Background: an optimization exercise with open tools, aiming at small area, a short achievable clock period and few clock cycles. Do not read the settings as production practice.
Only simulation tests tie the RTL to the original design; equivalence was not proved.
Power figures rest on the tool's default switching activity, not on a simulated workload.

==> flow/design.v (excerpt) <==
module mdu_iter #(
  parameter int XLEN = 64
) (
  input  logic            clk,
  input  logic            resetn,
  input  logic            in_valid,
  output logic            in_ready,
  input  logic [2:0]      op,
  input  logic            is_word,
  input  logic [XLEN-1:0] a,
  input  logic [XLEN-1:0] b,
  input  logic            flush,
  output logic            out_valid,
  input  logic            out_ready,
  output logic [XLEN-1:0] result
);
Size in the first run: about 6700 cells after synthesis, about 540 flip-flops, ~200 I/O pins.
==> flow/config.mk <==
export PLATFORM = sky130hd
export DESIGN_NAME = mdu_iter
export DESIGN_NICKNAME = mdu_iter
export VERILOG_FILES = /design/flow/design.v
export SDC_FILE = /design/flow/constraint.sdc
export NUM_CORES = 4
export LEC_CHECK = 0
export CAP_MARGIN = 30
export CORE_MARGIN = 2
export CORE_UTILIZATION = 40
export SETUP_SLACK_MARGIN = 3
export SLEW_MARGIN = 30
export TNS_END_PERCENT = 5
==> flow/constraint.sdc <==
create_clock -name core_clock -period 10.0 [get_ports {clk}]
set_input_delay 2.0000 -clock core_clock [delete_from_list [all_inputs] [get_ports {clk}]]
set_output_delay 2.0000 -clock core_clock [all_outputs]
set_load 0.01 [all_outputs]
run.sh (not shown) runs the stock make flow with config.mk's settings and CLKGATE_MAP_FILE= SYNTH_SCRIPT=/design/flow/synth_recipe.tcl, a recipe that flattens the netlist after the stock synthesis.
Testbench counts at the start, summed over its fixed seeds: cycles 55,286.
Then changed:
Settings changed: CAP_MARGIN 30 to 20, SETUP_SLACK_MARGIN 3 to 4, SLEW_MARGIN 30 to 20.
The new run produced a clean layout.
Power came out higher by 0.67%.
Global-route usage came out higher by 0.59 points.
Clock skew came out higher by 0.034 ns.
Die area is unchanged.
Sequential power hardly moves.


Setup of run A:
mdu_iter again, from the RTL that the note above started with.
Design mdu_iter, start of the top module:
module mdu_iter #(
  parameter int XLEN = 64
) (
  input  logic            clk,
  input  logic            resetn,
  input  logic            in_valid,
  output logic            in_ready,
  input  logic [2:0]      op,
  input  logic            is_word,
  input  logic [XLEN-1:0] a,
  input  logic [XLEN-1:0] b,
  input  logic            flush,
  output logic            out_valid,
  input  logic            out_ready,
  output logic [XLEN-1:0] result
);
export LEC_CHECK = 0
export CAP_MARGIN = 20
export CORE_MARGIN = 2
export CORE_UTILIZATION = 40
export SETUP_SLACK_MARGIN = 4.5
export SLEW_MARGIN = 20
export TNS_END_PERCENT = 5
create_clock -name core_clock -period 10.0 [get_ports {clk}]
Run A | status: complete | timing, DRC, antenna: pass
Testbench counts of run A, summed over its fixed seeds: cycles 55,286.
Inputs modified between run A and run B:
Settings: SLEW_MARGIN: 20 -> 30; SETUP_SLACK_MARGIN: 4.5 -> 4; CORE_UTILIZATION: 40 -> 50; CAP_MARGIN: 20 -> 30.
--- outcome ---
Run B and run A all finish clean.
Sort run B and run A by via count, ascending, and run B comes first.
In the flow results for run B and run A, the largest fanout on the critical path is smaller on run A.
Run B against run A: non-clock buffer contribution to total cell area lower; post-route standard cell area excluding fillers now smaller.
After detailed routing, run A needs more wire than run B.
Run B vs run A: least setup slack across all paths after layout down in run B
Going from run A to run B, the die area was found to have gone down by 20%.
The following lists how run C was set up differently from run B:
Settings: SETUP_SLACK_MARGIN: 4 -> 4.75; CORE_UTILIZATION: 50 -> 40.
[summary]
- Having completed the whole flow, run C delivered a layout that passed the timing, DRC and antenna checks.
- Run B → run C: met3 usage now smaller; total wirelength of the detailed-routed design +1.9%.
- The maximum number of pins on one net before global-route repair of run C exceeds that of run B by 27.
- Compared with run B, in run C total power moved up, tapcell count moved up, die area moved up, combinational-cell power consumption moved up.
- Min clock power across run C and run B: run B
- Run B → run C: power spent charging and discharging nets went up by 0.00010 W; layout cell share with drive strength beyond 1 went up by 6.6 points.
The following lists how run D was set up differently from run C:
Settings: SETUP_SLACK_MARGIN now 5, was 4.75; TNS_END_PERCENT no longer set, was 5.
[summary]
Power: higher on run D
[compare] base=run C new=run D: final net count went up; non-clock buffer count went up; total number of vias went up.
diff inputs: run D => run E
Settings: putting TNS_END_PERCENT at 5 where nothing was set.
[summary]
- In summary, run E completed successfully, with a layout that passed the timing, DRC and antenna checks.
- Going from run D to run E, post-layout instance count excluding filler cells now smaller, area of all placed cells without fillers now smaller.
- Count of plain and timing-repair buffers in the layout (run E / run D): 0.64
- A critical path capture point of result[5] is what run D shows, while xr[44] belongs to run E.


## MS
Starting RTL as in the previous note.
// mdu_iter
module mdu_iter #(
  parameter int XLEN = 64
) (
  input  logic            clk,
  input  logic            resetn,
  input  logic            in_valid,
  output logic            in_ready,
  input  logic [2:0]      op,
  input  logic            is_word,
  input  logic [XLEN-1:0] a,
  input  logic [XLEN-1:0] b,
  input  logic            flush,
  output logic            out_valid,
  input  logic            out_ready,
  output logic [XLEN-1:0] result
);
  localparam logic [1:0] M_MUL = 2'd0, M_DIV = 2'd1, M_FIN = 2'd2, M_NDIV = 2'd3;
  logic        c_valid, c_mul, c_word, c_hi, c_rem, c_sa, c_sb, c_nega, c_bz;
  logic [63:0] ca, cb;
  logic [6:0]  c_la, c_lb;
  logic        c_prep, p_swap, p_nar;    
  logic [6:0]  p_kk;
  logic [5:0]  p_cnt;
  logic         e_busy;
  logic [1:0]   e_mode;
  logic [5:0]   e_cnt;
  logic         e_word, e_hi, e_rem, e_neg;
  logic [127:0] acc;
  logic [67:0]  mq;
  logic [64:0]  xr;
  logic [16:0]  dm1;                    
  logic [18:0]  dm3;                    
  logic         b_one, b_two, b_neg;    
  logic         h_one, h_two, h_neg;    
  logic        accept;
  logic        i_mul, i_sgna, i_sgnb, i_sa, i_sb;
  logic [63:0] xa, xb;
  logic [6:0]  i_la, i_lb;
  always_comb begin
    i_mul  = ~op[2];
    i_sgna = i_mul ? (op[1:0] != 2'd3) : ~op[0];
    i_sgnb = i_mul ? ~op[1] : ~op[0];
    if (is_word) begin
      i_sgna = i_mul | ~op[0];
      i_sgnb = i_mul | ~op[0];
    end
    xa   = is_word ? {{32{i_sgna & a[31]}}, a[31:0]} : a;
    xb   = is_word ? {{32{i_sgnb & b[31]}}, b[31:0]} : b;
    i_sa = i_sgna & xa[63];
    i_sb = i_sgnb & xb[63];
  end
  mdu_lzc64 u_lza (.t(xa ^ {64{i_sa}}), .n(i_la));
  mdu_lzc64 u_lzb (.t(xb ^ {64{i_sb}}), .n(i_lb));
  logic        c_negcyc, c_ready;
  logic [63:0] na;
  assign c_negcyc = c_valid & ~c_prep;
  assign c_ready  = c_valid & c_prep;
  assign na       = -ca;
  logic        nar;
  logic [5:0]  n2;
  logic [6:0]  lm, dsh, kk;
  logic [7:0]  dd;
  logic [5:0]  mj, m16;
  logic        swap;
  logic [63:0] rin, rot, mhi;
  always_comb begin
    swap = (c_la > c_lb);           
    lm   = swap ? c_la : c_lb;
    mj   = 6'((7'd64 - lm) >> 1);   
    m16  = (mj + 6'd2) >> 1;        
    dd   = {1'b0, c_lb} - {7'd0, c_lb[6]} - {1'b0, c_la} + {7'd0, c_sa} + 8'd1;
  ...
make LEC_CHECK=0 CAP_MARGIN=30 CORE_MARGIN=2 CORE_UTILIZATION=40 SETUP_SLACK_MARGIN=4.5 SLEW_MARGIN=30 TNS_END_PERCENT=5 finish   # period 10.0 ns
Testbench counts of MS, summed over its fixed seeds: cycles 55,286.
#### Input delta (TR over MS)
Settings: changing SETUP_SLACK_MARGIN from 4.5 to 4.
Notes after the runs:
- From MS to TR the numbers moved as follows: global-route usage fell 0.84 points; setup slack of the worst register-to-register path went down 0.32 ns; clock period minus worst slack saw an increase.
- Comparing the two runs side by side, TR comes out ahead of MS on wire length of the first global-routing pass.
- Final critical-path share of the clock period was higher in TR than in MS.

[re-timing with driven ports]
The results above use ideal ports. As a check the final layouts listed here were re-extracted and re-timed, cells and wires unchanged.
Step 1 sets driving cells, clkbuf_16 on the clock port and buf_2 on the other inputs (assumed; they add their load-dependent delay and slew).
Step 2 times the ports against the registers' clock, not the clock port: input delays grow and output delays shrink by t, the midpoint of the rising clock arrivals with the driver on.
a / b / c = ideal / step 1 / step 2; a / b = the first two.
| run | shift t [ns] | slack for setup (ns) | hold WS [ns] | worst register clock-pin slew, ns | worst data-port slew with drivers (ns) |
|---|---|---|---|---|---|
| the first run of note 1 | 0.776 | 3.032 / 3.032 / 3.032 | 0.418 / 0.418 / 0.418 | 0.07 / 0.07 | 0.10 |
| the second run of note 1 | 0.753 | 3.761 / 3.761 / 3.361 | 0.432 / 0.432 / 0.432 | 0.07 / 0.07 | 0.13 |
| run A | 0.759 | 4.135 / 4.135 / 3.486 | 0.438 / 0.438 / 0.438 | 0.06 / 0.06 | 0.14 |
| run B | 0.756 | 3.714 / 3.714 / 3.390 | 0.440 / 0.440 / 0.440 | 0.07 / 0.07 | 0.09 |
| run C | 0.768 | 4.228 / 4.228 / 3.629 | 0.458 / 0.458 / 0.458 | 0.07 / 0.07 | 0.14 |
| run D | 0.792 | 4.115 / 4.115 / 4.115 | 0.456 / 0.456 / 0.456 | 0.07 / 0.07 | 0.13 |
| run E | 0.760 | 4.054 / 4.054 / 3.481 | 0.488 / 0.488 / 0.488 | 0.07 / 0.07 | 0.14 |
| MS | 0.768 | 4.220 / 4.220 / 3.629 | 0.456 / 0.456 / 0.456 | 0.07 / 0.07 | 0.13 |
| TR | 0.765 | 3.896 / 3.896 / 3.493 | 0.458 / 0.458 / 0.458 | 0.07 / 0.07 | 0.14 |
After both steps setup and hold are still met in every run listed. For run A, which loses most, drivers alone change the setup slack by 0.000 ns; drivers and shift together by -0.649 ns.
